What follows belongs to an exercise in optimizing a design on an open flow for small area and a short achievable clock period; a production flow would make more cautious choices. In this exercise RTL edits were held to simulation tests only and were not proved equivalent to the original. Power and IR drop assume default switching activity.

==> flow/design.v (outline; a module is shown in full before it is edited, if it fits) <==
// module alu_decode: 88 lines
// module alu_fx_arith: 920 lines
// module alu_fx_sat: 146 lines
// module alu_bit_ops: 23 lines
// module alu_result: 57 lines
// module alu_top: 85 lines
module alu_top
#(
    parameter int INT_W  = alu_fx_pkg::INT_W_DEF,
    parameter int FRAC_W = alu_fx_pkg::FRAC_W_DEF,
    parameter int DATA_W = INT_W + FRAC_W
) (
    input  logic              i_clk,
    input  logic              i_rst_n,
    input  logic [DATA_W-1:0] i_data_a,
    input  logic [DATA_W-1:0] i_data_b,
    input  logic [alu_op_pkg::OP_W-1:0]   i_inst,
    output logic              o_busy,
    output logic              o_valid,
    output logic [DATA_W-1:0] o_data
);
  // ...
==> flow/flow/run.sh <==
#!/bin/bash
set -euo pipefail
bash standard.sh SETUP_SLACK_MARGIN=5.5 finish > standard_flow.log 2>&1
==> flow/standard.sh <==
#!/bin/bash
# synth_recipe.tcl (not shown) runs the flow's synth.tcl, then flattens the netlist and writes it again
# the make line also repeats each setting of config.mk as NAME=value (left out here)
make -C /OpenROAD-flow-scripts/flow DESIGN_CONFIG=/design/flow/config.mk WORK_HOME=/design/flow/orfs CLKGATE_MAP_FILE= SYNTH_SCRIPT=/design/flow/synth_recipe.tcl "${@:-finish}"
==> flow/config.mk <==
export PLATFORM = sky130hd
export DESIGN_NAME = alu_top
export DESIGN_NICKNAME = alu_top
export VERILOG_FILES = /design/flow/design.v
export SDC_FILE = /design/flow/constraint.sdc
export NUM_CORES = 4
export LEC_CHECK = 0
export ABC_AREA = 1
export CAP_MARGIN = 20
export CORE_MARGIN = 2
export CORE_UTILIZATION = 40
export SLEW_MARGIN = 20
==> flow/constraint.sdc <==
create_clock -name core_clock -period 10.0 [get_ports {i_clk}]
set_input_delay 2.0000 -clock core_clock [delete_from_list [all_inputs] [get_ports {i_clk}]]
set_output_delay 2.0000 -clock core_clock [all_outputs]
set_load 0.01 [all_outputs]
==> qor.yml, run 1 <==
clock_tree:
  postCtsHoldBufs: 0
  h-tree-depth: 3
  cts_buffers: 9
final_layout:
  reg_top3: "u_decode.o_d x24, u_decode.o_m x16, u_decode.o_x x16"
  layout_commonest_cell: "nand2_1"
  mostFrequentLayoutCells: "313 x nand2_1, 240 x inv_1, 143 x nand3_1, 143 x xor2_1, 125 x o22ai_1"
  sh_seq_area_pct: 14.7
yosys:
  yosys_warnings: 6
  synth-xor-area-share_pct: 10.6
  synthTopCellsByArea: "fa_1 19%, xor2_1 10%, nand2_1 9.7%, dfxtp_1 9.4%, inv_1 7.8%"
global_routing:
  antenna_found_initial: 0
power_and_ir_drop:
  p_comb_mw: 1.88
  power_clock_mw: 0.361
  power.group.top: "combinational logic"
drt:
  route.met2.wl_mm: 20.9
outcome:
  status: "finished clean"
floorplan:
  well_tap_count: 396
  core_um2: 30700
critical_path:
  critPathMaxFanout: 4
  path_depth: 12
sta:
  clock.fmax_mhz: 218
  slew_headroom_pct: 37.4
  timing.setup.tns_ps: 0
min_path:
  whs_path_depth: 2
placed_design:
  place_inst: 2065
==> module alu_decode, before the edit <==
module alu_decode (
    input  logic        i_clk,
    input  logic        i_rst_n,
    input  logic [15:0] i_data_a,
    input  logic [15:0] i_data_b,
    input  logic [3:0]  i_inst,
    input  logic [15:0] i_acc,
    output logic        o_busy,
    output logic        o_valid,
    output logic        o_exec,
    output logic        o_sub,
    output logic        o_rot,
    output logic        o_lfsr,
    output logic [15:0] o_m,
    output logic [23:0] o_d,
    output logic [15:0] o_x
);
    logic [1:0] state;
    always_ff @(posedge i_clk or negedge i_rst_n) begin
        if (!i_rst_n) begin
            state <= 2'd0;
        end else begin
            state <= {state[1] | state[0], ~state[0]};
        end
    end
    assign o_busy  = ~state[0];
    assign o_valid = state[1] & state[0];
    assign o_exec  = state[1] & ~state[0];
    logic is_addsub, is_sub, is_mul, is_mac, is_rot, is_clz, is_lrcw, is_lfsr;
    logic [4:0]  clz;
    logic [15:0] beff;
    logic [23:0] d_in;
    logic [15:0] x_in;
    logic [7:0]  amt;
    logic [15:0] rval;
    assign is_addsub = (i_inst[3:1] == 3'b000);
    assign is_sub    = (i_inst == 4'd1);
    assign is_mul    = (i_inst == 4'd2);
    assign is_mac    = (i_inst == 4'd3);
    assign is_rot    = !(is_addsub || is_mul || is_mac);
    assign is_clz    = (i_inst == 4'd5);
    assign is_lrcw   = (i_inst == 4'd6);
    assign is_lfsr   = (i_inst == 4'd7) && (i_data_b <= 16'(alu_fx_pkg::LFSR_MAX_STEPS));
    always_comb begin
        clz = 5'd16;
        for (int i = 0; i < 16; i++) begin
            if (i_data_a[i]) clz = 5'(15 - i);
        end
    end
    assign beff = is_addsub ? 16'h0400 : i_data_b;
    always_comb begin
        for (int k = 0; k < 8; k++) begin
            logic b1, b0, bm;
            b1 = beff[2*k+1];
            b0 = beff[2*k];
            bm = (k == 0) ? 1'b0 : beff[2*k-1];
            d_in[3*k]   = b1;
            d_in[3*k+1] = b0 ^ bm;
            d_in[3*k+2] = (b1 & ~b0 & ~bm) | (~b1 & b0 & bm);
        end
    end
    logic [1:0] p2 [8];
    logic [2:0] p3 [4];
    logic [3:0] p4 [2];
    always_comb begin
        for (int i = 0; i < 8; i++) p2[i] = {1'b0, i_data_a[2*i]} + {1'b0, i_data_a[2*i+1]};
        for (int i = 0; i < 4; i++) p3[i] = {1'b0, p2[2*i]} + {1'b0, p2[2*i+1]};
        for (int i = 0; i < 2; i++) p4[i] = {1'b0, p3[2*i]} + {1'b0, p3[2*i+1]};
    end
    assign amt  = is_lrcw ? {p4[1], p4[0]} : is_lfsr ? {4'd0, i_data_b[3:0]} : 8'd0;
    assign rval = is_lfsr ? i_data_a :
                  is_lrcw ? i_data_b :
                  is_clz  ? {11'd0, clz} : 16'd0;
    always_comb begin
        if (is_addsub)   x_in = i_data_b ^ {16{is_sub}};
        else if (is_mac) x_in = i_acc;
        else if (is_rot) x_in = rval;
        else             x_in = 16'd0;
    end
    always_ff @(posedge i_clk) begin
        o_m    <= i_data_a;
        o_d    <= is_rot ? {16'd0, amt} : d_in;
        o_x    <= x_in;
        o_sub  <= is_sub;
        o_rot  <= is_rot;
        o_lfsr <= is_lfsr;
    end
endmodule
==> module alu_fx_sat, before the edit <==
module alu_fx_sat (
    input  logic [14:0] r0,
    input  logic [14:0] r1,
    input  logic        c10,
    input  logic        t25,
    input  logic        fits0,
    input  logic        fits1,
    input  logic        sgn0,
    input  logic        sgn1,
    output logic [15:0] o_res
);
    logic [14:0] q_g, q_t, q_s;
    logic [15:0] q_c;
    assign q_g[0] = r0[0] & r1[0];
    assign q_t[0] = r0[0] ^ r1[0];
    assign q_g[1] = r0[1] & r1[1];
    assign q_t[1] = r0[1] ^ r1[1];
    assign q_g[2] = r0[2] & r1[2];
    assign q_t[2] = r0[2] ^ r1[2];
    assign q_g[3] = r0[3] & r1[3];
    assign q_t[3] = r0[3] ^ r1[3];
    assign q_g[4] = r0[4] & r1[4];
    assign q_t[4] = r0[4] ^ r1[4];
    assign q_g[5] = r0[5] & r1[5];
    assign q_t[5] = r0[5] ^ r1[5];
    assign q_g[6] = r0[6] & r1[6];
    assign q_t[6] = r0[6] ^ r1[6];
    assign q_g[7] = r0[7] & r1[7];
    assign q_t[7] = r0[7] ^ r1[7];
    assign q_g[8] = r0[8] & r1[8];
    assign q_t[8] = r0[8] ^ r1[8];
    assign q_g[9] = r0[9] & r1[9];
    assign q_t[9] = r0[9] ^ r1[9];
    assign q_g[10] = r0[10] & r1[10];
    assign q_t[10] = r0[10] ^ r1[10];
    assign q_g[11] = r0[11] & r1[11];
    assign q_t[11] = r0[11] ^ r1[11];
    assign q_g[12] = r0[12] & r1[12];
    assign q_t[12] = r0[12] ^ r1[12];
    assign q_g[13] = r0[13] & r1[13];
    assign q_t[13] = r0[13] ^ r1[13];
    assign q_g[14] = r0[14] & r1[14];
    assign q_t[14] = r0[14] ^ r1[14];
    logic q_gg0, q_pp0;
    assign q_gg0 = q_g[0] | (q_t[0] & c10);
    assign q_pp0 = q_t[0] & 1'b0;
    logic q_gg1, q_pp1;
    assign q_gg1 = q_g[2] | (q_t[2] & q_g[1]);
    assign q_pp1 = q_t[2] & q_t[1];
    logic q_gg2, q_pp2;
    assign q_gg2 = q_g[4] | (q_t[4] & q_g[3]);
    assign q_pp2 = q_t[4] & q_t[3];
    logic q_gg3, q_pp3;
    assign q_gg3 = q_g[6] | (q_t[6] & q_g[5]);
    assign q_pp3 = q_t[6] & q_t[5];
    logic q_gg4, q_pp4;
    assign q_gg4 = q_g[8] | (q_t[8] & q_g[7]);
    assign q_pp4 = q_t[8] & q_t[7];
    logic q_gg5, q_pp5;
    assign q_gg5 = q_g[10] | (q_t[10] & q_g[9]);
    assign q_pp5 = q_t[10] & q_t[9];
    logic q_gg6, q_pp6;
    assign q_gg6 = q_g[12] | (q_t[12] & q_g[11]);
    assign q_pp6 = q_t[12] & q_t[11];
    logic q_gg7, q_pp7;
    assign q_gg7 = q_g[14] | (q_t[14] & q_g[13]);
    assign q_pp7 = q_t[14] & q_t[13];
    logic q_gg8, q_pp8;
    assign q_gg8 = q_g[1] | (q_t[1] & q_gg0);
    assign q_pp8 = q_t[1] & q_pp0;
    logic q_gg9, q_pp9;
    assign q_gg9 = q_gg1 | (q_pp1 & q_gg0);
    assign q_pp9 = q_pp1 & q_pp0;
    logic q_gg10, q_pp10;
    assign q_gg10 = q_g[5] | (q_t[5] & q_gg2);
    assign q_pp10 = q_t[5] & q_pp2;
    logic q_gg11, q_pp11;
    assign q_gg11 = q_gg3 | (q_pp3 & q_gg2);
    assign q_pp11 = q_pp3 & q_pp2;
    logic q_gg12, q_pp12;
    assign q_gg12 = q_g[9] | (q_t[9] & q_gg4);
    assign q_pp12 = q_t[9] & q_pp4;
    logic q_gg13, q_pp13;
    assign q_gg13 = q_gg5 | (q_pp5 & q_gg4);
    assign q_pp13 = q_pp5 & q_pp4;
    logic q_gg14, q_pp14;
    assign q_gg14 = q_g[13] | (q_t[13] & q_gg6);
    assign q_pp14 = q_t[13] & q_pp6;
    logic q_gg15, q_pp15;
    assign q_gg15 = q_gg7 | (q_pp7 & q_gg6);
    assign q_pp15 = q_pp7 & q_pp6;
    logic q_gg16, q_pp16;
    assign q_gg16 = q_g[3] | (q_t[3] & q_gg9);
    assign q_pp16 = q_t[3] & q_pp9;
    logic q_gg17, q_pp17;
    assign q_gg17 = q_gg2 | (q_pp2 & q_gg9);
    assign q_pp17 = q_pp2 & q_pp9;
    logic q_gg18, q_pp18;
    assign q_gg18 = q_gg10 | (q_pp10 & q_gg9);
    assign q_pp18 = q_pp10 & q_pp9;
    logic q_gg19, q_pp19;
    assign q_gg19 = q_gg11 | (q_pp11 & q_gg9);
    assign q_pp19 = q_pp11 & q_pp9;
    logic q_gg20, q_pp20;
    assign q_gg20 = q_g[11] | (q_t[11] & q_gg13);
    assign q_pp20 = q_t[11] & q_pp13;
    logic q_gg21, q_pp21;
    assign q_gg21 = q_gg6 | (q_pp6 & q_gg13);
    assign q_pp21 = q_pp6 & q_pp13;
    logic q_gg22, q_pp22;
    assign q_gg22 = q_gg14 | (q_pp14 & q_gg13);
    assign q_pp22 = q_pp14 & q_pp13;
    logic q_gg23, q_pp23;
    assign q_gg23 = q_gg15 | (q_pp15 & q_gg13);
    assign q_pp23 = q_pp15 & q_pp13;
    logic q_gg24, q_pp24;
    assign q_gg24 = q_g[7] | (q_t[7] & q_gg19);
    assign q_pp24 = q_t[7] & q_pp19;
    logic q_gg25, q_pp25;
    assign q_gg25 = q_gg4 | (q_pp4 & q_gg19);
    assign q_pp25 = q_pp4 & q_pp19;
    logic q_gg26, q_pp26;
    assign q_gg26 = q_gg12 | (q_pp12 & q_gg19);
    assign q_pp26 = q_pp12 & q_pp19;
    logic q_gg27, q_pp27;
    assign q_gg27 = q_gg13 | (q_pp13 & q_gg19);
    assign q_pp27 = q_pp13 & q_pp19;
    logic q_gg28, q_pp28;
    assign q_gg28 = q_gg20 | (q_pp20 & q_gg19);
    assign q_pp28 = q_pp20 & q_pp19;
    logic q_gg29, q_pp29;
    assign q_gg29 = q_gg21 | (q_pp21 & q_gg19);
    assign q_pp29 = q_pp21 & q_pp19;
    logic q_gg30, q_pp30;
    assign q_gg30 = q_gg22 | (q_pp22 & q_gg19);
    assign q_pp30 = q_pp22 & q_pp19;
    logic q_gg31, q_pp31;
    assign q_gg31 = q_gg23 | (q_pp23 & q_gg19);
    assign q_pp31 = q_pp23 & q_pp19;
    assign q_c = {q_gg31, q_gg30, q_gg29, q_gg28, q_gg27, q_gg26, q_gg25, q_gg24, q_gg19, q_gg18, q_gg17, q_gg16, q_gg9, q_gg8, q_gg0, c10};
    assign q_s = q_t ^ q_c[14:0];
    logic fits, sgn;
    assign fits = q_c[15] ? fits1 : fits0;
    assign sgn  = q_c[15] ? sgn1 : sgn0;
    assign o_res = fits ? {t25 ^ q_c[15], q_s} : {sgn, {15{~sgn}}};
endmodule
==> module alu_result, before the edit <==
module alu_result (
    input  logic        i_clk,
    input  logic        i_rst_n,
    input  logic        i_exec,
    input  logic        i_rot_op,
    input  logic [14:0] i_r0,
    input  logic [14:0] i_r1,
    input  logic        i_c10,
    input  logic        i_t25,
    input  logic        i_fits0,
    input  logic        i_fits1,
    input  logic        i_sgn0,
    input  logic        i_sgn1,
    input  logic [15:0] i_rot_res,
    output logic [15:0] o_data
);
    logic [14:0] rq0;
    logic [14:0] rq1;
    logic        rc10;
    logic        rt25;
    logic        rfits0;
    logic        rfits1;
    logic        rsgn0;
    logic        rsgn1;
    always_ff @(posedge i_clk or negedge i_rst_n) begin
        if (!i_rst_n) begin
            rq0    <= '0;
            rq1    <= '0;
            rc10   <= 1'b0;
            rt25   <= 1'b0;
            rfits0 <= 1'b1;
            rfits1 <= 1'b1;
            rsgn0  <= 1'b0;
            rsgn1  <= 1'b0;
        end else if (i_exec) begin
            rq0    <= i_rot_op ? i_rot_res[14:0] : i_r0;
            rq1    <= i_rot_op ? 15'd0 : i_r1;
            rc10   <= i_rot_op ? 1'b0 : i_c10;
            rt25   <= i_rot_op ? i_rot_res[15] : i_t25;
            rfits0 <= i_rot_op ? 1'b1 : i_fits0;
            rfits1 <= i_rot_op ? 1'b1 : i_fits1;
            rsgn0  <= i_rot_op ? 1'b0 : i_sgn0;
            rsgn1  <= i_rot_op ? 1'b0 : i_sgn1;
        end
    end
    alu_fx_sat u_sat (
        .r0    (rq0),
        .r1    (rq1),
        .c10   (rc10),
        .t25   (rt25),
        .fits0 (rfits0),
        .fits1 (rfits1),
        .sgn0  (rsgn0),
        .sgn1  (rsgn1),
        .o_res (o_data)
    );
endmodule
==> module alu_top, before the edit <==
module alu_top
#(
    parameter int INT_W  = alu_fx_pkg::INT_W_DEF,
    parameter int FRAC_W = alu_fx_pkg::FRAC_W_DEF,
    parameter int DATA_W = INT_W + FRAC_W
) (
    input  logic              i_clk,
    input  logic              i_rst_n,
    input  logic [DATA_W-1:0] i_data_a,
    input  logic [DATA_W-1:0] i_data_b,
    input  logic [alu_op_pkg::OP_W-1:0]   i_inst,
    output logic              o_busy,
    output logic              o_valid,
    output logic [DATA_W-1:0] o_data
);
    logic        exec;
    logic        sub;
    logic        rot;
    logic        lfsr;
    logic [15:0] m;
    logic [23:0] d;
    logic [15:0] x;
    logic [14:0] r0;
    logic [14:0] r1;
    logic        c10;
    logic        t25;
    logic        fits0;
    logic        fits1;
    logic        sgn0;
    logic        sgn1;
    logic [15:0] rot_res;
    alu_decode u_decode (
        .i_clk    (i_clk),
        .i_rst_n  (i_rst_n),
        .i_data_a (i_data_a),
        .i_data_b (i_data_b),
        .i_inst   (i_inst),
        .i_acc    (o_data),
        .o_busy   (o_busy),
        .o_valid  (o_valid),
        .o_exec   (exec),
        .o_sub    (sub),
        .o_rot    (rot),
        .o_lfsr   (lfsr),
        .o_m      (m),
        .o_d      (d),
        .o_x      (x)
    );
    alu_fx_arith u_fx_arith (
        .a     (m),
        .d     (d),
        .x     (x),
        .sub   (sub),
        .o_r0  (r0),
        .o_r1  (r1),
        .o_c10 (c10),
        .o_t25 (t25),
        .o_fits0 (fits0),
        .o_fits1 (fits1),
        .o_sgn0 (sgn0),
        .o_sgn1 (sgn1)
    );
    alu_bit_ops u_bit_ops (
        .i_lfsr (lfsr),
        .i_d    (d[7:0]),
        .i_val  (x),
        .o_res  (rot_res)
    );
    alu_result u_result (
        .i_clk       (i_clk),
        .i_rst_n     (i_rst_n),
        .i_exec      (exec),
        .i_rot_op    (rot),
        .i_r0        (r0),
        .i_r1        (r1),
        .i_c10       (c10),
        .i_t25       (t25),
        .i_fits0     (fits0),
        .i_fits1     (fits1),
        .i_sgn0      (sgn0),
        .i_sgn1      (sgn1),
        .i_rot_res   (rot_res),
        .o_data      (o_data)
    );
endmodule
==> run 2, diff against run 1 <==
--- a/flow/design.v
+++ b/flow/design.v
@@ -24,34 +24,33 @@
     input  logic [15:0] i_acc,
     output logic        o_busy,
     output logic        o_valid,
     output logic        o_exec,
     output logic        o_sub,
     output logic        o_rot,
     output logic        o_lfsr,
     output logic [15:0] o_m,
-    output logic [23:0] o_d,
+    output logic [15:0] o_b,
     output logic [15:0] o_x
 );
     logic [1:0] state;
     always_ff @(posedge i_clk or negedge i_rst_n) begin
         if (!i_rst_n) begin
             state <= 2'd0;
         end else begin
             state <= {state[1] | state[0], ~state[0]};
         end
     end
     assign o_busy  = ~state[0];
     assign o_valid = state[1] & state[0];
     assign o_exec  = state[1] & ~state[0];
     logic is_addsub, is_sub, is_mul, is_mac, is_rot, is_clz, is_lrcw, is_lfsr;
     logic [4:0]  clz;
     logic [15:0] beff;
-    logic [23:0] d_in;
     logic [15:0] x_in;
     logic [7:0]  amt;
     logic [15:0] rval;
     assign is_addsub = (i_inst[3:1] == 3'b000);
     assign is_sub    = (i_inst == 4'd1);
     assign is_mul    = (i_inst == 4'd2);
     assign is_mac    = (i_inst == 4'd3);
     assign is_rot    = !(is_addsub || is_mul || is_mac);
@@ -60,27 +59,16 @@
     assign is_lfsr   = (i_inst == 4'd7) && (i_data_b <= 16'(alu_fx_pkg::LFSR_MAX_STEPS));
     always_comb begin
         clz = 5'd16;
         for (int i = 0; i < 16; i++) begin
             if (i_data_a[i]) clz = 5'(15 - i);
         end
     end
     assign beff = is_addsub ? 16'h0400 : i_data_b;
-    always_comb begin
-        for (int k = 0; k < 8; k++) begin
-            logic b1, b0, bm;
-            b1 = beff[2*k+1];
-            b0 = beff[2*k];
-            bm = (k == 0) ? 1'b0 : beff[2*k-1];
-            d_in[3*k]   = b1;
-            d_in[3*k+1] = b0 ^ bm;
-            d_in[3*k+2] = (b1 & ~b0 & ~bm) | (~b1 & b0 & bm);
-        end
-    end
     logic [1:0] p2 [8];
     logic [2:0] p3 [4];
     logic [3:0] p4 [2];
     always_comb begin
         for (int i = 0; i < 8; i++) p2[i] = {1'b0, i_data_a[2*i]} + {1'b0, i_data_a[2*i+1]};
         for (int i = 0; i < 4; i++) p3[i] = {1'b0, p2[2*i]} + {1'b0, p2[2*i+1]};
         for (int i = 0; i < 2; i++) p4[i] = {1'b0, p3[2*i]} + {1'b0, p3[2*i+1]};
     end
@@ -91,36 +79,35 @@
     always_comb begin
         if (is_addsub)   x_in = i_data_b ^ {16{is_sub}};
         else if (is_mac) x_in = i_acc;
         else if (is_rot) x_in = rval;
         else             x_in = 16'd0;
     end
     always_ff @(posedge i_clk) begin
         o_m    <= i_data_a;
-        o_d    <= is_rot ? {16'd0, amt} : d_in;
+        o_b    <= is_rot ? {8'd0, amt} : beff;
         o_x    <= x_in;
         o_sub  <= is_sub;
         o_rot  <= is_rot;
         o_lfsr <= is_lfsr;
     end
 endmodule
 module alu_fx_arith (
     input  logic [15:0] a,
-    input  logic [23:0] d,
+    input  logic [15:0] bq,
     input  logic [15:0] x,
     input  logic        sub,
     output logic [14:0] o_r0,
     output logic [14:0] o_r1,
     output logic        o_c10,
     output logic        o_t25,
     output logic        o_fits0,
     output logic        o_fits1,
-    output logic        o_sgn0,
-    output logic        o_sgn1
+    output logic        o_sgn
 );
     logic neg_0;
     logic one_0;
     logic two_0;
     logic pp_0_0;
     logic pp_0_1;
     logic pp_0_2;
     logic pp_0_3;
@@ -520,19 +507,19 @@
     logic fc122;
     logic fs123;
     logic fc123;
     logic iv124;
     logic fs125;
     logic fc125;
     logic fs126;
     logic fc126;
-    assign neg_0 = d[0];
-    assign one_0 = d[1];
-    assign two_0 = d[2];
+    assign neg_0 = bq[1];
+    assign one_0 = bq[0] ^ 1'b0;
+    assign two_0 = (bq[1] & ~bq[0] & ~1'b0) | (~bq[1] & bq[0] & 1'b0);
     assign pp_0_0 = ((one_0 & a[0]) | (two_0 & 1'b0)) ^ neg_0;
     assign pp_0_1 = ((one_0 & a[1]) | (two_0 & a[0])) ^ neg_0;
     assign pp_0_2 = ((one_0 & a[2]) | (two_0 & a[1])) ^ neg_0;
     assign pp_0_3 = ((one_0 & a[3]) | (two_0 & a[2])) ^ neg_0;
     assign pp_0_4 = ((one_0 & a[4]) | (two_0 & a[3])) ^ neg_0;
     assign pp_0_5 = ((one_0 & a[5]) | (two_0 & a[4])) ^ neg_0;
     assign pp_0_6 = ((one_0 & a[6]) | (two_0 & a[5])) ^ neg_0;
     assign pp_0_7 = ((one_0 & a[7]) | (two_0 & a[6])) ^ neg_0;
@@ -540,19 +527,19 @@
     assign pp_0_9 = ((one_0 & a[9]) | (two_0 & a[8])) ^ neg_0;
     assign pp_0_10 = ((one_0 & a[10]) | (two_0 & a[9])) ^ neg_0;
     assign pp_0_11 = ((one_0 & a[11]) | (two_0 & a[10])) ^ neg_0;
     assign pp_0_12 = ((one_0 & a[12]) | (two_0 & a[11])) ^ neg_0;
     assign pp_0_13 = ((one_0 & a[13]) | (two_0 & a[12])) ^ neg_0;
     assign pp_0_14 = ((one_0 & a[14]) | (two_0 & a[13])) ^ neg_0;
     assign pp_0_15 = ((one_0 & a[15]) | (two_0 & a[14])) ^ neg_0;
     assign pp_0_16 = ~(((one_0 & a[15]) | (two_0 & a[15])) ^ neg_0);
-    assign neg_1 = d[3];
-    assign one_1 = d[4];
-    assign two_1 = d[5];
+    assign neg_1 = bq[3];
+    assign one_1 = bq[2] ^ bq[1];
+    assign two_1 = (bq[3] & ~bq[2] & ~bq[1]) | (~bq[3] & bq[2] & bq[1]);
     assign pp_1_0 = ((one_1 & a[0]) | (two_1 & 1'b0)) ^ neg_1;
     assign pp_1_1 = ((one_1 & a[1]) | (two_1 & a[0])) ^ neg_1;
     assign pp_1_2 = ((one_1 & a[2]) | (two_1 & a[1])) ^ neg_1;
     assign pp_1_3 = ((one_1 & a[3]) | (two_1 & a[2])) ^ neg_1;
     assign pp_1_4 = ((one_1 & a[4]) | (two_1 & a[3])) ^ neg_1;
     assign pp_1_5 = ((one_1 & a[5]) | (two_1 & a[4])) ^ neg_1;
     assign pp_1_6 = ((one_1 & a[6]) | (two_1 & a[5])) ^ neg_1;
     assign pp_1_7 = ((one_1 & a[7]) | (two_1 & a[6])) ^ neg_1;
@@ -560,19 +547,19 @@
     assign pp_1_9 = ((one_1 & a[9]) | (two_1 & a[8])) ^ neg_1;
     assign pp_1_10 = ((one_1 & a[10]) | (two_1 & a[9])) ^ neg_1;
     assign pp_1_11 = ((one_1 & a[11]) | (two_1 & a[10])) ^ neg_1;
     assign pp_1_12 = ((one_1 & a[12]) | (two_1 & a[11])) ^ neg_1;
     assign pp_1_13 = ((one_1 & a[13]) | (two_1 & a[12])) ^ neg_1;
     assign pp_1_14 = ((one_1 & a[14]) | (two_1 & a[13])) ^ neg_1;
     assign pp_1_15 = ((one_1 & a[15]) | (two_1 & a[14])) ^ neg_1;
     assign pp_1_16 = ~(((one_1 & a[15]) | (two_1 & a[15])) ^ neg_1);
-    assign neg_2 = d[6];
-    assign one_2 = d[7];
-    assign two_2 = d[8];
+    assign neg_2 = bq[5];
+    assign one_2 = bq[4] ^ bq[3];
+    assign two_2 = (bq[5] & ~bq[4] & ~bq[3]) | (~bq[5] & bq[4] & bq[3]);
     assign pp_2_0 = ((one_2 & a[0]) | (two_2 & 1'b0)) ^ neg_2;
     assign pp_2_1 = ((one_2 & a[1]) | (two_2 & a[0])) ^ neg_2;
     assign pp_2_2 = ((one_2 & a[2]) | (two_2 & a[1])) ^ neg_2;
     assign pp_2_3 = ((one_2 & a[3]) | (two_2 & a[2])) ^ neg_2;
     assign pp_2_4 = ((one_2 & a[4]) | (two_2 & a[3])) ^ neg_2;
     assign pp_2_5 = ((one_2 & a[5]) | (two_2 & a[4])) ^ neg_2;
     assign pp_2_6 = ((one_2 & a[6]) | (two_2 & a[5])) ^ neg_2;
     assign pp_2_7 = ((one_2 & a[7]) | (two_2 & a[6])) ^ neg_2;
@@ -580,19 +567,19 @@
     assign pp_2_9 = ((one_2 & a[9]) | (two_2 & a[8])) ^ neg_2;
     assign pp_2_10 = ((one_2 & a[10]) | (two_2 & a[9])) ^ neg_2;
     assign pp_2_11 = ((one_2 & a[11]) | (two_2 & a[10])) ^ neg_2;
     assign pp_2_12 = ((one_2 & a[12]) | (two_2 & a[11])) ^ neg_2;
     assign pp_2_13 = ((one_2 & a[13]) | (two_2 & a[12])) ^ neg_2;
     assign pp_2_14 = ((one_2 & a[14]) | (two_2 & a[13])) ^ neg_2;
     assign pp_2_15 = ((one_2 & a[15]) | (two_2 & a[14])) ^ neg_2;
     assign pp_2_16 = ~(((one_2 & a[15]) | (two_2 & a[15])) ^ neg_2);
-    assign neg_3 = d[9];
-    assign one_3 = d[10];
-    assign two_3 = d[11];
+    assign neg_3 = bq[7];
+    assign one_3 = bq[6] ^ bq[5];
+    assign two_3 = (bq[7] & ~bq[6] & ~bq[5]) | (~bq[7] & bq[6] & bq[5]);
     assign pp_3_0 = ((one_3 & a[0]) | (two_3 & 1'b0)) ^ neg_3;
     assign pp_3_1 = ((one_3 & a[1]) | (two_3 & a[0])) ^ neg_3;
     assign pp_3_2 = ((one_3 & a[2]) | (two_3 & a[1])) ^ neg_3;
     assign pp_3_3 = ((one_3 & a[3]) | (two_3 & a[2])) ^ neg_3;
     assign pp_3_4 = ((one_3 & a[4]) | (two_3 & a[3])) ^ neg_3;
     assign pp_3_5 = ((one_3 & a[5]) | (two_3 & a[4])) ^ neg_3;
     assign pp_3_6 = ((one_3 & a[6]) | (two_3 & a[5])) ^ neg_3;
     assign pp_3_7 = ((one_3 & a[7]) | (two_3 & a[6])) ^ neg_3;
@@ -600,19 +587,19 @@
     assign pp_3_9 = ((one_3 & a[9]) | (two_3 & a[8])) ^ neg_3;
     assign pp_3_10 = ((one_3 & a[10]) | (two_3 & a[9])) ^ neg_3;
     assign pp_3_11 = ((one_3 & a[11]) | (two_3 & a[10])) ^ neg_3;
     assign pp_3_12 = ((one_3 & a[12]) | (two_3 & a[11])) ^ neg_3;
     assign pp_3_13 = ((one_3 & a[13]) | (two_3 & a[12])) ^ neg_3;
     assign pp_3_14 = ((one_3 & a[14]) | (two_3 & a[13])) ^ neg_3;
     assign pp_3_15 = ((one_3 & a[15]) | (two_3 & a[14])) ^ neg_3;
     assign pp_3_16 = ~(((one_3 & a[15]) | (two_3 & a[15])) ^ neg_3);
-    assign neg_4 = d[12];
-    assign one_4 = d[13];
-    assign two_4 = d[14];
+    assign neg_4 = bq[9];
+    assign one_4 = bq[8] ^ bq[7];
+    assign two_4 = (bq[9] & ~bq[8] & ~bq[7]) | (~bq[9] & bq[8] & bq[7]);
     assign pp_4_0 = ((one_4 & a[0]) | (two_4 & 1'b0)) ^ neg_4;
     assign pp_4_1 = ((one_4 & a[1]) | (two_4 & a[0])) ^ neg_4;
     assign pp_4_2 = ((one_4 & a[2]) | (two_4 & a[1])) ^ neg_4;
     assign pp_4_3 = ((one_4 & a[3]) | (two_4 & a[2])) ^ neg_4;
     assign pp_4_4 = ((one_4 & a[4]) | (two_4 & a[3])) ^ neg_4;
     assign pp_4_5 = ((one_4 & a[5]) | (two_4 & a[4])) ^ neg_4;
     assign pp_4_6 = ((one_4 & a[6]) | (two_4 & a[5])) ^ neg_4;
     assign pp_4_7 = ((one_4 & a[7]) | (two_4 & a[6])) ^ neg_4;
@@ -620,19 +607,19 @@
     assign pp_4_9 = ((one_4 & a[9]) | (two_4 & a[8])) ^ neg_4;
     assign pp_4_10 = ((one_4 & a[10]) | (two_4 & a[9])) ^ neg_4;
     assign pp_4_11 = ((one_4 & a[11]) | (two_4 & a[10])) ^ neg_4;
     assign pp_4_12 = ((one_4 & a[12]) | (two_4 & a[11])) ^ neg_4;
     assign pp_4_13 = ((one_4 & a[13]) | (two_4 & a[12])) ^ neg_4;
     assign pp_4_14 = ((one_4 & a[14]) | (two_4 & a[13])) ^ neg_4;
     assign pp_4_15 = ((one_4 & a[15]) | (two_4 & a[14])) ^ neg_4;
     assign pp_4_16 = ~(((one_4 & a[15]) | (two_4 & a[15])) ^ neg_4);
-    assign neg_5 = d[15];
-    assign one_5 = d[16];
-    assign two_5 = d[17];
+    assign neg_5 = bq[11];
+    assign one_5 = bq[10] ^ bq[9];
+    assign two_5 = (bq[11] & ~bq[10] & ~bq[9]) | (~bq[11] & bq[10] & bq[9]);
     assign pp_5_0 = ((one_5 & a[0]) | (two_5 & 1'b0)) ^ neg_5;
     assign pp_5_1 = ((one_5 & a[1]) | (two_5 & a[0])) ^ neg_5;
     assign pp_5_2 = ((one_5 & a[2]) | (two_5 & a[1])) ^ neg_5;
     assign pp_5_3 = ((one_5 & a[3]) | (two_5 & a[2])) ^ neg_5;
     assign pp_5_4 = ((one_5 & a[4]) | (two_5 & a[3])) ^ neg_5;
     assign pp_5_5 = ((one_5 & a[5]) | (two_5 & a[4])) ^ neg_5;
     assign pp_5_6 = ((one_5 & a[6]) | (two_5 & a[5])) ^ neg_5;
     assign pp_5_7 = ((one_5 & a[7]) | (two_5 & a[6])) ^ neg_5;
@@ -640,19 +627,19 @@
     assign pp_5_9 = ((one_5 & a[9]) | (two_5 & a[8])) ^ neg_5;
     assign pp_5_10 = ((one_5 & a[10]) | (two_5 & a[9])) ^ neg_5;
     assign pp_5_11 = ((one_5 & a[11]) | (two_5 & a[10])) ^ neg_5;
     assign pp_5_12 = ((one_5 & a[12]) | (two_5 & a[11])) ^ neg_5;
     assign pp_5_13 = ((one_5 & a[13]) | (two_5 & a[12])) ^ neg_5;
     assign pp_5_14 = ((one_5 & a[14]) | (two_5 & a[13])) ^ neg_5;
     assign pp_5_15 = ((one_5 & a[15]) | (two_5 & a[14])) ^ neg_5;
     assign pp_5_16 = ~(((one_5 & a[15]) | (two_5 & a[15])) ^ neg_5);
-    assign neg_6 = d[18];
-    assign one_6 = d[19];
-    assign two_6 = d[20];
+    assign neg_6 = bq[13];
+    assign one_6 = bq[12] ^ bq[11];
+    assign two_6 = (bq[13] & ~bq[12] & ~bq[11]) | (~bq[13] & bq[12] & bq[11]);
     assign pp_6_0 = ((one_6 & a[0]) | (two_6 & 1'b0)) ^ neg_6;
     assign pp_6_1 = ((one_6 & a[1]) | (two_6 & a[0])) ^ neg_6;
     assign pp_6_2 = ((one_6 & a[2]) | (two_6 & a[1])) ^ neg_6;
     assign pp_6_3 = ((one_6 & a[3]) | (two_6 & a[2])) ^ neg_6;
     assign pp_6_4 = ((one_6 & a[4]) | (two_6 & a[3])) ^ neg_6;
     assign pp_6_5 = ((one_6 & a[5]) | (two_6 & a[4])) ^ neg_6;
     assign pp_6_6 = ((one_6 & a[6]) | (two_6 & a[5])) ^ neg_6;
     assign pp_6_7 = ((one_6 & a[7]) | (two_6 & a[6])) ^ neg_6;
@@ -660,19 +647,19 @@
     assign pp_6_9 = ((one_6 & a[9]) | (two_6 & a[8])) ^ neg_6;
     assign pp_6_10 = ((one_6 & a[10]) | (two_6 & a[9])) ^ neg_6;
     assign pp_6_11 = ((one_6 & a[11]) | (two_6 & a[10])) ^ neg_6;
     assign pp_6_12 = ((one_6 & a[12]) | (two_6 & a[11])) ^ neg_6;
     assign pp_6_13 = ((one_6 & a[13]) | (two_6 & a[12])) ^ neg_6;
     assign pp_6_14 = ((one_6 & a[14]) | (two_6 & a[13])) ^ neg_6;
     assign pp_6_15 = ((one_6 & a[15]) | (two_6 & a[14])) ^ neg_6;
     assign pp_6_16 = ~(((one_6 & a[15]) | (two_6 & a[15])) ^ neg_6);
-    assign neg_7 = d[21];
-    assign one_7 = d[22];
-    assign two_7 = d[23];
+    assign neg_7 = bq[15];
+    assign one_7 = bq[14] ^ bq[13];
+    assign two_7 = (bq[15] & ~bq[14] & ~bq[13]) | (~bq[15] & bq[14] & bq[13]);
     assign pp_7_0 = ((one_7 & a[0]) | (two_7 & 1'b0)) ^ neg_7;
     assign pp_7_1 = ((one_7 & a[1]) | (two_7 & a[0])) ^ neg_7;
     assign pp_7_2 = ((one_7 & a[2]) | (two_7 & a[1])) ^ neg_7;
     assign pp_7_3 = ((one_7 & a[3]) | (two_7 & a[2])) ^ neg_7;
     assign pp_7_4 = ((one_7 & a[4]) | (two_7 & a[3])) ^ neg_7;
     assign pp_7_5 = ((one_7 & a[5]) | (two_7 & a[4])) ^ neg_7;
     assign pp_7_6 = ((one_7 & a[6]) | (two_7 & a[5])) ^ neg_7;
     assign pp_7_7 = ((one_7 & a[7]) | (two_7 & a[6])) ^ neg_7;
@@ -1015,28 +1002,26 @@
     assign o_r1  = r1[24:10];
     assign o_c10 = lo_c[10];
     logic [6:0] hi0, hi1;
     assign hi0 = r0[31:25] + r1[31:25];
     assign hi1 = r0[31:25] + r1[31:25] + 7'd1;
     assign o_t25   = hi0[0];
     assign o_fits0 = (&hi0) | ~(|hi0);
     assign o_fits1 = (&hi1) | ~(|hi1);
-    assign o_sgn0  = hi0[6];
-    assign o_sgn1  = hi1[6];
+    assign o_sgn   = hi0[6];
 endmodule
 module alu_fx_sat (
     input  logic [14:0] r0,
     input  logic [14:0] r1,
     input  logic        c10,
     input  logic        t25,
     input  logic        fits0,
     input  logic        fits1,
-    input  logic        sgn0,
-    input  logic        sgn1,
+    input  logic        sgn,
     output logic [15:0] o_res
 );
     logic [14:0] q_g, q_t, q_s;
     logic [15:0] q_c;
     assign q_g[0] = r0[0] & r1[0];
     assign q_t[0] = r0[0] ^ r1[0];
     assign q_g[1] = r0[1] & r1[1];
     assign q_t[1] = r0[1] ^ r1[1];
@@ -1159,19 +1144,18 @@
     logic q_gg30, q_pp30;
     assign q_gg30 = q_gg22 | (q_pp22 & q_gg19);
     assign q_pp30 = q_pp22 & q_pp19;
     logic q_gg31, q_pp31;
     assign q_gg31 = q_gg23 | (q_pp23 & q_gg19);
     assign q_pp31 = q_pp23 & q_pp19;
     assign q_c = {q_gg31, q_gg30, q_gg29, q_gg28, q_gg27, q_gg26, q_gg25, q_gg24, q_gg19, q_gg18, q_gg17, q_gg16, q_gg9, q_gg8, q_gg0, c10};
     assign q_s = q_t ^ q_c[14:0];
-    logic fits, sgn;
+    logic fits;
     assign fits = q_c[15] ? fits1 : fits0;
-    assign sgn  = q_c[15] ? sgn1 : sgn0;
     assign o_res = fits ? {t25 ^ q_c[15], q_s} : {sgn, {15{~sgn}}};
 endmodule
 module alu_bit_ops (
     input  logic        i_lfsr,
     input  logic [7:0]  i_d,
     input  logic [15:0] i_val,
     output logic [15:0] o_res
 );
@@ -1198,59 +1182,54 @@
     input  logic        i_exec,
     input  logic        i_rot_op,
     input  logic [14:0] i_r0,
     input  logic [14:0] i_r1,
     input  logic        i_c10,
     input  logic        i_t25,
     input  logic        i_fits0,
     input  logic        i_fits1,
-    input  logic        i_sgn0,
-    input  logic        i_sgn1,
+    input  logic        i_sgn,
     input  logic [15:0] i_rot_res,
     output logic [15:0] o_data
 );
     logic [14:0] rq0;
     logic [14:0] rq1;
     logic        rc10;
     logic        rt25;
     logic        rfits0;
     logic        rfits1;
-    logic        rsgn0;
-    logic        rsgn1;
+    logic        rsgn;
     always_ff @(posedge i_clk or negedge i_rst_n) begin
         if (!i_rst_n) begin
             rq0    <= '0;
             rq1    <= '0;
             rc10   <= 1'b0;
             rt25   <= 1'b0;
             rfits0 <= 1'b1;
             rfits1 <= 1'b1;
-            rsgn0  <= 1'b0;
-            rsgn1  <= 1'b0;
+            rsgn   <= 1'b0;
         end else if (i_exec) begin
             rq0    <= i_rot_op ? i_rot_res[14:0] : i_r0;
             rq1    <= i_rot_op ? 15'd0 : i_r1;
             rc10   <= i_rot_op ? 1'b0 : i_c10;
             rt25   <= i_rot_op ? i_rot_res[15] : i_t25;
             rfits0 <= i_rot_op ? 1'b1 : i_fits0;
             rfits1 <= i_rot_op ? 1'b1 : i_fits1;
-            rsgn0  <= i_rot_op ? 1'b0 : i_sgn0;
-            rsgn1  <= i_rot_op ? 1'b0 : i_sgn1;
+            rsgn   <= i_rot_op ? 1'b0 : i_sgn;
         end
     end
     alu_fx_sat u_sat (
         .r0    (rq0),
         .r1    (rq1),
         .c10   (rc10),
         .t25   (rt25),
         .fits0 (rfits0),
         .fits1 (rfits1),
-        .sgn0  (rsgn0),
-        .sgn1  (rsgn1),
+        .sgn   (rsgn),
         .o_res (o_data)
     );
 endmodule
 module alu_top
 #(
     parameter int INT_W  = alu_fx_pkg::INT_W_DEF,
     parameter int FRAC_W = alu_fx_pkg::FRAC_W_DEF,
     parameter int DATA_W = INT_W + FRAC_W
@@ -1264,73 +1243,70 @@
     output logic              o_valid,
     output logic [DATA_W-1:0] o_data
 );
     logic        exec;
     logic        sub;
     logic        rot;
     logic        lfsr;
     logic [15:0] m;
-    logic [23:0] d;
+    logic [15:0] bq;
     logic [15:0] x;
     logic [14:0] r0;
     logic [14:0] r1;
     logic        c10;
     logic        t25;
     logic        fits0;
     logic        fits1;
-    logic        sgn0;
-    logic        sgn1;
+    logic        sgn;
     logic [15:0] rot_res;
     alu_decode u_decode (
         .i_clk    (i_clk),
         .i_rst_n  (i_rst_n),
         .i_data_a (i_data_a),
         .i_data_b (i_data_b),
         .i_inst   (i_inst),
         .i_acc    (o_data),
         .o_busy   (o_busy),
         .o_valid  (o_valid),
         .o_exec   (exec),
         .o_sub    (sub),
         .o_rot    (rot),
         .o_lfsr   (lfsr),
         .o_m      (m),
-        .o_d      (d),
+        .o_b      (bq),
         .o_x      (x)
     );
     alu_fx_arith u_fx_arith (
         .a     (m),
-        .d     (d),
+        .bq    (bq),
         .x     (x),
         .sub   (sub),
         .o_r0  (r0),
         .o_r1  (r1),
         .o_c10 (c10),
         .o_t25 (t25),
         .o_fits0 (fits0),
         .o_fits1 (fits1),
-        .o_sgn0 (sgn0),
-        .o_sgn1 (sgn1)
+        .o_sgn  (sgn)
     );
     alu_bit_ops u_bit_ops (
         .i_lfsr (lfsr),
-        .i_d    (d[7:0]),
+        .i_d    (bq[7:0]),
         .i_val  (x),
         .o_res  (rot_res)
     );
     alu_result u_result (
         .i_clk       (i_clk),
         .i_rst_n     (i_rst_n),
         .i_exec      (exec),
         .i_rot_op    (rot),
         .i_r0        (r0),
         .i_r1        (r1),
         .i_c10       (c10),
         .i_t25       (t25),
         .i_fits0     (fits0),
         .i_fits1     (fits1),
-        .i_sgn0      (sgn0),
-        .i_sgn1      (sgn1),
+        .i_sgn       (sgn),
         .i_rot_res   (rot_res),
         .o_data      (o_data)
     );
 endmodule
==> flow/run.sh (new file) <==
#!/bin/bash
# synth_recipe.tcl (not shown) runs the flow's synth.tcl, then flattens the netlist and writes it again
# the make line also repeats each setting of config.mk as NAME=value (left out here)
make -C /OpenROAD-flow-scripts/flow DESIGN_CONFIG=/design/flow/config.mk WORK_HOME=/design/flow/orfs CLKGATE_MAP_FILE= SYNTH_SCRIPT=/design/flow/synth_recipe.tcl finish
--- a/flow/config.mk
+++ b/flow/config.mk
@@ -4,9 +4,10 @@
 export VERILOG_FILES = /design/flow/design.v
 export SDC_FILE = /design/flow/constraint.sdc
 export NUM_CORES = 4
 export LEC_CHECK = 0
 export ABC_AREA = 1
 export CAP_MARGIN = 20
 export CORE_MARGIN = 2
 export CORE_UTILIZATION = 40
+export SETUP_SLACK_MARGIN = 5
 export SLEW_MARGIN = 20
removed: flow/flow/run.sh
removed: flow/standard.sh
==> run 2 against run 1 <==
  * Largest power group unchanged
  * Critical path depth grew 5
  * Highest routed layer unchanged
  * Sequential power shrank 9.2%
  * Clock power is essentially flat
  * Critical endpoint is now o_data[14]
  * Fmax shrank 5.6%
  * Sequential share of layout area shrank 0.13 points
  * Register-to-register slack lost 370 ps
  * Critical path type unchanged
  * First-iteration DRC count shrank 17%
  * Global-route usage shrank 0.58 points
  * Core utilization shrank 2.7 points
  * Combinational power shrank 11%
  * Synthesized area shrank 3.9%
  * Design area shrank 8.8%
==> qor.yml, run 2 <==
outcome:
  status: "finished clean"  # unchanged
yosys:
  synth_nets: 1859  # was 1893
  synth_top_area_share_pct: 20.0  # was 19.2%
  ys_top_cells_by_count: "321 x nand2_1, 247 x inv_1, 157 x nand3_1"  # was 324 x nand2_1, 261 x inv_1, 145 x nand3_1, 145 x xor2_1, 126 x o22ai_1
  synth_cell_types: 52  # was 56
  synth_seq_cells: 88  # was 97
  synth.most_common_cell: "nand2_1"  # unchanged
  yosysSeqAreaShare_pct: 16.2  # was 17.0%
  ys.flop_type: "dfxtp_1"  # unchanged
  async_flop_share_pct: 42.0  # was 39.2%
  synth-edff-count: 0  # unchanged
  synthTopCellsByArea: "fa_1 20%, nand2_1 10%, xor2_1 9.6%, dfxtp_1 8.5%, inv_1 7.7%"  # was fa_1 19%, xor2_1 10%, nand2_1 9.7%, dfxtp_1 9.4%, inv_1 7.8%
  yosysTopAreaCell: "fa_1"  # unchanged
  syn_avg_cell_area_um2: 7.32  # was 7.46 um^2
  syn_area_um2: 12000  # was 12500 um^2
  synthCells: 1645  # was 1679
  yosys_warnings: 6  # unchanged
floorplan:
  rows: 63  # was 64
  start_util_pct: 40.6  # was 40.8%
  core_um2: 29600  # was 30700 um^2
  io_pins: 56  # unchanged
  die_x_um: 177  # was 181 um
  die-area_um2: 31500  # was 32700 um^2
  die_h_um: 177  # was 181 um
clock_tree:
  cts_buffers: 9  # unchanged
  h-tree-depth: 3  # unchanged
  clk_pin_slew_worst_paths_ps: 70  # was 80 ps
  clockBufferDepth: 2  # unchanged
  clock_sinks: 88  # was 97
  tritoncts: "built"  # unchanged
  clk_root_buffer_cell: "clkbuf_16"  # unchanged
  clock_latency_ps: 360  # was 370 ps
sta:
  worst_pin_slew_ps: 1030  # was 938 ps
  fin_crit_sh_pct: 48.7  # was 45.9%
  rsz0062_at_grt: "true"  # unchanged
  clock.fmax_mhz: 205  # was 218 MHz
  period_minus_slack_ps: 4870  # was 4590 ps
  fin_hold_ws_ps: 471  # was 495 ps
  report.final.hold_viol_count: 0  # unchanged
  timing.setup.tns_ps: 0  # unchanged
  slew_headroom_pct: 31.1  # was 37.4%
  finClkSkew_ps: 10.6  # was 15.5 ps
  slew_viol_final: 0  # unchanged
  setup_viol: 0  # unchanged
global_routing:
  grt.total_usage_pct: 27.1  # was 27.6%
  overflow: 0  # unchanged
  grt_start_max_net_pins: 43  # was 46
  grt_pass1_vias: 11000  # was 12000
  grt_first_pass_wirelength_mm: 64.6  # was 70.0 mm
  antenna_found_initial: 0  # unchanged
min_path:
  worstHoldStart: "u_decode.state[0]$_DFF_PN0_"  # was u_decode.state[1]$_DFF_PN0_
  whs_path_depth: 1  # was 2
  hp-class: "reg2reg"  # unchanged
critical_path:
  cpLargestDelayFamily: "simple AND/OR/NAND/NOR gates"  # was adder cells
  critPathMaxFanout: 8  # was 4
  worstPathRequired_ps: 8000  # about the same
  regToRegStartpoint: "u_decode.o_b[7]$_DFF_P_"  # was u_decode.o_d[0]$_DFF_P_
  worstPathArrival_ps: 2870  # was 2590 ps
  path_cells: "inv_1, fa_2, inv_2, nand3_1, nand2_2, nand2_1, nand2_2, nand3_2, nand2_4, nand3_2, nand2_2, nand2_2, nand2_8, buf_12, nand3_1, nand2_2, dlygate4sd2_1"  # was ha_4, a21oi_2, nand2_2, nand3_2, nand2_4, nand3_4, nand2_4, buf_12, fa_2, nand2_2, nand2_4, buf_6
  end_kind: "output port"  # unchanged
  critical_path.startpoint: "u_result.rc10$_DFFE_PN0P_"  # was u_result.rq0[2]$_DFFE_PN0P_
  crit_type: "reg2out"  # unchanged
  cp_common_cell: "nand2_2"  # was nand2_4
  r2r-end: "u_result.rfits0$_DFFE_PN1P_"  # was u_result.rq0[9]$_DFFE_PN0P_
  path_buf_inv: 4  # was 2
  endpoint: "o_data[14]"  # was o_data[7]
  reg2reg_slack_ps: 5250  # was 5620 ps
  path_depth: 17  # was 12
  rr_worst_depth: 22  # was 12
  crit_slowest_cell: "fa_2"  # unchanged
  critPathLaunchType: "flop"  # unchanged
  cpPeakStageDelay_ps: 390  # was 590 ps
drt:
  vias: 11400  # was 12300
  first_pass_iters: 6  # was 5
  drc_errors: 0  # unchanged
  postRouteAntennaNets: 0  # unchanged
  drt-wirelength-per-cell_um: 20.3  # was 21.0 um
  drtIter0Drc: 1170  # was 1408
  routed_wl_mm: 41.8  # was 45.4 mm
  route.detailed.vias_per_inst: 5.52  # was 5.66
final_layout:
  syn2layout_area_growth_pct: 11.7  # was 17.7%
  drive_above_1_share_pct: 8.45  # was 15.8%
  mostFrequentLayoutCells: "306 x nand2_1, 243 x inv_1, 155 x nand3_1, 132 x xor2_1, 126 x o22ai_1"  # was 313 x nand2_1, 240 x inv_1, 143 x nand3_1, 143 x xor2_1, 125 x o22ai_1
  reg_top3: "u_decode.o_b x16, u_decode.o_m x16, u_decode.o_x x16"  # was u_decode.o_d x24, u_decode.o_m x16, u_decode.o_x x16
  nets: 1877  # was 1979
  n_antenna_cell: 0  # unchanged
  layout_commonest_cell: "nand2_1"  # unchanged
  final_cells: 2058  # was 2166
power_and_ir_drop:
  cellPowerDensity_nw_per_um2: 186  # was 188 nW/um^2
  p_leak_nw: 6.64  # was 7.18 nW
  vdd_drop_max_mv: 0.119  # was 0.107 mV
job:
  drv_cap: 0  # unchanged
placed_design:
  io_buffers: 55  # unchanged
  place_hpwl_mm: 33.2  # was 34.5 mm
  gp_congestion: 0.964  # was 1.01
  place_inst: 2014  # was 2065
run 2: changes by cell type in the layout (fill, tap and decap cells not counted), moves of 8 or more:
cell           change
clkinvlp_4        -12
nand2_4           -14
buf_4             -48
nand3_1           +12
dlygate4sd2_1      +8
o21ai_0           +21
buf_6             -21
nand2_2           +11
xor2_1            -11
run 2: area by class of cell:
type,count,area (um^2)
Fill cell,3071,16200
Multi-Input combinational cell,1215,8870
Tap cell,390,488
Inverter,259,997
Timing Repair Buffer,90,823
Sequential cell,88,1960
Clock inverter,7,83.8
Clock buffer,9,225
run 2: kinds of logic after synthesis:
kind of cell | count (synthesis) | synth area share, %
simple gates | 602 | 21.9
buf+inv | 342 | 11.3
compound gates | 296 | 14.6
fa+ha+maj | 176 | 25.8
xor+xnor | 141 | 10.3
flops | 88 | 16.2
run 2: worst min-delay path by stage:
stage / slack, ps / endpoint
2_1_floorplan: 450 / u_decode.state[1]$_DFF_PN0_
3_3_place_gp: 460 / u_decode.state[1]$_DFF_PN0_
3_5_place_dp: 460 / u_decode.state[0]$_DFF_PN0_
4_1_cts: 480 / u_decode.state[0]$_DFF_PN0_
5_1_grt: 500 / u_decode.state[0]$_DFF_PN0_
6_report: 470 / u_decode.state[0]$_DFF_PN0_
run 2: per-layer routing:
| layer | global-route usage [%] | routed length, um |
|---|---|---|
| met1 | 36.9 | 18300 |
| met2 | 43.7 | 19100 |
| met3 | 5.61 | 3340 |
| met4 | 6.90 | 1060 |
| met5 | 0 | 0 |
run 2: power by group:
group	switching [mW]	total (mW)	internal [mW]
logic	1.05	1.67	0.624
clock network	0.163	0.362	0.199
registers	0.0600	0.473	0.413
total	1.27	2.51	1.24
run 2: what timing repair did:
item                       CTS  global route
pin swaps                    7             7
resized for setup           41            32
setup endpoints to repair   19            16
gates cloned                 0             0
buffers inserted             7            21
hold buffers                 0             0
run 2: per-stage QoR:
stage                     instance area (um^2)  worst slack [ps]  power (mW)  utilization [%]
after floorplan                          12000              5400        1.47                -
after global placement                   12700              4330        2.07             43.0
after detailed placement                 12700              4230        2.08             43.0
after CTS                                13200              4940        2.47             44.5
after global routing                     13400              4890        2.73             45.4
final                                    13400              5130        2.51             45.4
==> module alu_bit_ops, before the edit <==
module alu_bit_ops (
    input  logic        i_lfsr,
    input  logic [7:0]  i_d,
    input  logic [15:0] i_val,
    output logic [15:0] o_res
);
    logic [4:0]  i_amt;
    logic [15:0] rot;
    assign i_amt = {1'b0, i_d[3:0]} + {1'b0, i_d[7:4]};
    logic [15:0] therm;
    logic [15:0] fb;
    assign rot = ({i_val, i_val} << i_amt[3:0]) >> 16;
    always_comb begin
        for (int i = 0; i < 16; i++) therm[i] = (5'(i) < i_amt);
    end
    always_comb begin
        for (int i = 0; i < 16; i++) begin
            if (i < 8) fb[i] = i_lfsr ? (rot[(i + 14) % 16] ^ rot[(i + 13) % 16] ^ rot[(i + 11) % 16]) : 1'b1;
            else       fb[i] = 1'b1;
        end
    end
    assign o_res = rot ^ (therm & fb);
endmodule
==> run 3, diff against run 2 <==
--- a/flow/design.v
+++ b/flow/design.v
@@ -1164,10 +1164,12 @@
     assign i_amt = {1'b0, i_d[3:0]} + {1'b0, i_d[7:4]};
     logic [15:0] therm;
     logic [15:0] fb;
-    assign rot = ({i_val, i_val} << i_amt[3:0]) >> 16;
-    always_comb begin
-        for (int i = 0; i < 16; i++) therm[i] = (5'(i) < i_amt);
-    end
+    logic [15:0] r1, r2, r4;
+    assign r1  = i_amt[0] ? {i_val[14:0], i_val[15]}  : i_val;
+    assign r2  = i_amt[1] ? {r1[13:0], r1[15:14]}     : r1;
+    assign r4  = i_amt[2] ? {r2[11:0], r2[15:12]}     : r2;
+    assign rot = i_amt[3] ? {r4[7:0], r4[15:8]}       : r4;
+    assign therm = i_amt[4] ? 16'hffff : ~(16'hffff << i_amt[3:0]);
     always_comb begin
         for (int i = 0; i < 16; i++) begin
             if (i < 8) fb[i] = i_lfsr ? (rot[(i + 14) % 16] ^ rot[(i + 13) % 16] ^ rot[(i + 11) % 16]) : 1'b1;
==> run 3 against run 2 <==
  * Fmax shrank 0.79%
  * Final cell count shrank 0.53%
  * Critical path type unchanged
  * Synthesized area grew 0.77%
  * Global-route usage grew 0.90 points
  * Synthesized cell count shrank 0.55%
  * Clock power shrank 6.6%
  * Largest cell class unchanged
  * Critical path depth shrank 3
  * Critical endpoint is now o_data[8]
  * Core utilization shrank 0.070 points
  * Largest power group unchanged
  * Register-to-register slack lost 20 ps
  * Sequential share of layout area is essentially flat
  * Still clean on timing, DRC and antenna
  * Non-clock buffer count shrank 5
  * Setup slack lost 39 ps
==> qor.yml, run 3 <==
final_layout:
  final_cells: 2047  # was 2058
  n_antenna_cell: 0  # unchanged
  reg_top3: "u_decode.o_b x16, u_decode.o_m x16, u_decode.o_x x16"  # unchanged
  nets: 1866  # was 1877
  layout_commonest_cell: "nand2_1"  # unchanged
  drive_above_1_share_pct: 7.91  # was 8.45%
  final_util_pct: 45.3  # was 45.4%
  design_area_um2: 13500  # was 13400 um^2
  syn2layout_area_growth_pct: 11.0  # was 11.7%
  mostFrequentLayoutCells: "297 x nand2_1, 245 x inv_1, 154 x nand3_1, 136 x xor2_1, 126 x o22ai_1"  # was 306 x nand2_1, 243 x inv_1, 155 x nand3_1, 132 x xor2_1, 126 x o22ai_1
yosys:
  muxShareOfSynthArea_pct: 0  # unchanged
  synth_fa_ha_area_share_pct: 25.6  # was 25.8%
  ys.flop_type: "dfxtp_1"  # unchanged
  synth_seq_cells: 88  # unchanged
  synthCells: 1636  # was 1645
  synth_compound_gate_area_share_pct: 14.9  # was 14.6%
  async_flop_share_pct: 42.0  # unchanged
  synth_cell_types: 57  # was 52
  syn_area_um2: 12100  # was 12000 um^2
  synth-xor-area-share_pct: 10.3  # about the same
  syn_avg_cell_area_um2: 7.41  # was 7.32 um^2
  synth_top_area_share_pct: 19.8  # was 20.0%
  yosys.area_share.simple_pct: 21.8  # was 21.9%
  synth_top_family_by_area: "adder cells"  # unchanged
  synthTopCellsByArea: "fa_1 20%, xor2_1 9.8%, nand2_1 9.4%, dfxtp_1 8.4%, inv_1 7.7%"  # was fa_1 20%, nand2_1 10%, xor2_1 9.6%, dfxtp_1 8.5%, inv_1 7.7%
  yosysSeqAreaShare_pct: 16.1  # was 16.2%
  synth-edff-count: 0  # unchanged
  ys_top_cells_by_count: "303 x nand2_1, 248 x inv_1, 154 x nand3_1"  # was 321 x nand2_1, 247 x inv_1, 157 x nand3_1
  synth_nets: 1850  # was 1859
  synth.most_common_cell: "nand2_1"  # unchanged
  yosys_warnings: 6  # unchanged
  yosysTopAreaCell: "fa_1"  # unchanged
critical_path:
  cpPeakStageDelay_ps: 430  # was 390 ps
  rr_worst_depth: 18  # was 22
  path_cells: "inv_1, fa_1, inv_2, nand3_1, nand2_2, nand2_1, nand2_2, nand3_2, nand2_4, inv_1, fa_1, xor2_1, o21ai_2, buf_2"  # was inv_1, fa_2, inv_2, nand3_1, nand2_2, nand2_1, nand2_2, nand3_2, nand2_4, nand3_2, nand2_2, nand2_2, nand2_8, buf_12, nand3_1, nand2_2, dlygate4sd2_1
  worstPathRequired_ps: 8000  # about the same
  critical_path.startpoint: "u_result.rc10$_DFFE_PN0P_"  # unchanged
  critPathMaxFanout: 3  # was 8
  crit_type: "reg2out"  # unchanged
  path_depth: 14  # was 17
  crit_slowest_cell: "fa_1"  # was fa_2
  reg2reg_slack_ps: 5230  # was 5250 ps
  worstPathArrival_ps: 2900  # was 2870 ps
  cpLargestDelayFamily: "adder cells"  # was simple AND/OR/NAND/NOR gates
  path_buf_inv: 4  # unchanged
  end_kind: "output port"  # unchanged
  regToRegStartpoint: "u_decode.o_b[15]$_SDFF_PP0_"  # was u_decode.o_b[7]$_DFF_P_
  critPathLaunchType: "flop"  # unchanged
clock_tree:
  postCtsHoldBufs: 0  # unchanged
  h-tree-depth: 3  # unchanged
  cts_buffers: 9  # unchanged
  clock_sinks: 88  # unchanged
  clockBufferDepth: 2  # unchanged
  clock_latency_ps: 360  # about the same
  clk_pin_slew_worst_paths_ps: 70  # about the same
  clk_root_buffer_cell: "clkbuf_16"  # unchanged
  tritoncts: "built"  # unchanged
floorplan:
  rows: 63  # unchanged
  die-area_um2: 31700  # was 31500 um^2
  io_pins: 56  # unchanged
  start_util_pct: 40.8  # was 40.6%
  die_x_um: 178  # was 177 um
  core_um2: 29700  # was 29600 um^2
  die_h_um: 178  # was 177 um
sta:
  timing.setup.tns_ps: 0  # unchanged
  layout_setup_ws_ps: 5100  # was 5130 ps
  clock.fmax_mhz: 204  # was 205 MHz
  report.final.hold_viol_count: 0  # unchanged
  slew_viol_final: 0  # unchanged
  fin_crit_sh_pct: 49.0  # was 48.7%
  rsz0062_at_grt: "true"  # unchanged
  slew_headroom_pct: 29.8  # was 31.1%
  worst_pin_slew_ps: 1050  # was 1030 ps
  setup_viol: 0  # unchanged
  fin_hold_ws_ps: 482  # was 471 ps
  finClkSkew_ps: 11.9  # was 10.6 ps
  period_minus_slack_ps: 4900  # was 4870 ps
power_and_ir_drop:
  vdd_drop_max_mv: 0.111  # was 0.119 mV
  cellPowerDensity_nw_per_um2: 189  # was 186 nW/um^2
  finalPower_mw: 2.55  # was 2.51 mW
  p_leak_nw: 6.66  # was 6.64 nW
placed_design:
  place_inst: 2005  # was 2014
  io_buffers: 55  # unchanged
  preCtsSetupSlack_ps: 4260  # was 4230 ps
  place_hpwl_mm: 34.5  # was 33.2 mm
  placed_cell_area_um2: 12800  # was 12700 um^2
  gp_congestion: 0.946  # was 0.964
drt:
  postRouteAntennaNets: 0  # unchanged
  vias: 11400  # about the same
  first_pass_iters: 5  # was 6
  route.detailed.vias_per_inst: 5.58  # was 5.52
  drtIter0Drc: 1095  # was 1170
  drt-wirelength-per-cell_um: 21.2  # was 20.3 um
  drc_errors: 0  # unchanged
  routed_wl_mm: 43.4  # was 41.8 mm
global_routing:
  grt_first_pass_wirelength_mm: 66.0  # was 64.6 mm
  grt_start_max_net_pins: 45  # was 43
  grt_pass1_vias: 10900  # was 11000
  antenna_found_initial: 0  # unchanged
  overflow: 0  # unchanged
  grt.total_usage_pct: 28.0  # was 27.1%
outcome:
  status: "finished clean"  # unchanged
min_path:
  hp-class: "reg2reg"  # unchanged
  whs_path_depth: 2  # was 1
  worstHoldStart: "u_decode.state[1]$_DFF_PN0_"  # was u_decode.state[0]$_DFF_PN0_
job:
  drv_cap: 0  # unchanged
[run 3: routing by layer]
metal / up-vias / wire, um / GRT usage (%)
li1: 5357 / - / -
met1: 5474 / 18700 / 38.6
met2: 516 / 19800 / 44.5
met3: 66 / 3620 / 5.39
met4: 0 / 1280 / 7.89
met5: - / 0 / 0
[run 3: power by group]
part	internal, mW	switching, mW	total (mW)
sequential	0.412	0.0547	0.467
clock	0.174	0.164	0.338
combinational	0.656	1.09	1.74
total	1.24	1.31	2.55
[run 3: layout make-up]
class | instances | area [um^2]
Fill cell | 3012 | 16300
Multi-Input combinational cell | 1210 | 8960
Sequential cell | 88 | 1960
Inverter | 258 | 991
Timing Repair Buffer | 85 | 781
Tap cell | 390 | 488
Clock buffer | 9 | 225
Clock inverter | 7 | 61.3
[run 3: final timing paths]
kind	to
setup / recovery	o_data[8]
hold / removal	u_decode.state[1]$_DFF_PN0_
setup reg to reg	u_result.rfits1$_DFFE_PN1P_
hold reg to reg	u_decode.state[1]$_DFF_PN0_
max in group asynchronous	u_result.rq1[0]$_DFFE_PN0P_
min in group asynchronous	u_result.rq1[4]$_DFFE_PN0P_
[run 3: kinds of logic after synthesis]
logic type,after synthesis
adders and majority gates,176
and+or+nand+nor,590
buffers and inverters,338
xor gates and xnor gates,142
AOI/OAI and AO/OA,302
DFF,88
[run 3: what timing repair did]
| item | CTS | global route |
|---|---|---|
| hold endpoints to repair | 0 | 0 |
| cloned | 0 | 0 |
| endpoints found under the setup margin | 21 | 21 |
| pin swaps | 9 | 6 |
| buffers inserted | 13 | 13 |
| gates resized for setup | 47 | 17 |
[run 3: worst register-to-register path, cell delays in order, from the launching register on]
cell and delay, ps:
dfxtp_2 410, inv_1 440, nand2_1 180, o21ai_4 130, o22ai_1 120, xor2_1 210
fa_1 420, fa_1 460, fa_1 490, inv_1 40, ha_1 220, fa_1 410
a21oi_1 150, o21ai_0 120, a21o_1 180, a21oi_1 190, inv_1 110, nor4_1 280
o21a_1 150

[afterwards: timing with drivers on the ports]
Ports are ideal in the flow. The routed layouts listed here were re-timed in OpenROAD.
Step 1, drivers: a clkbuf_16 drives i_clk and a buf_2 each remaining input, both assumed.
Step 2 moves the port delays by t, midway between the first and last clock arrival at a register: inputs arrive t later, outputs are due t later. That takes back most of the time a late clock gives input paths.
Three values: no drivers, after step 1, after step 2; two values: the first two.
run	t, ns	setup slack, ns	worst hold slack (ns)
run 1	0.413	5.408 / 5.359 / 5.181	0.495 / 0.495 / 0.495
run 2	0.402	5.134 / 5.087 / 4.817	0.471 / 0.471 / 0.471
run 3	0.399	5.095 / 5.047 / 4.728	0.482 / 0.482 / 0.482
After both steps every run listed still meets setup and hold. The setup slack of run 3, which loses most, moves by -0.048 ns with the drivers and by -0.367 ns with both steps.
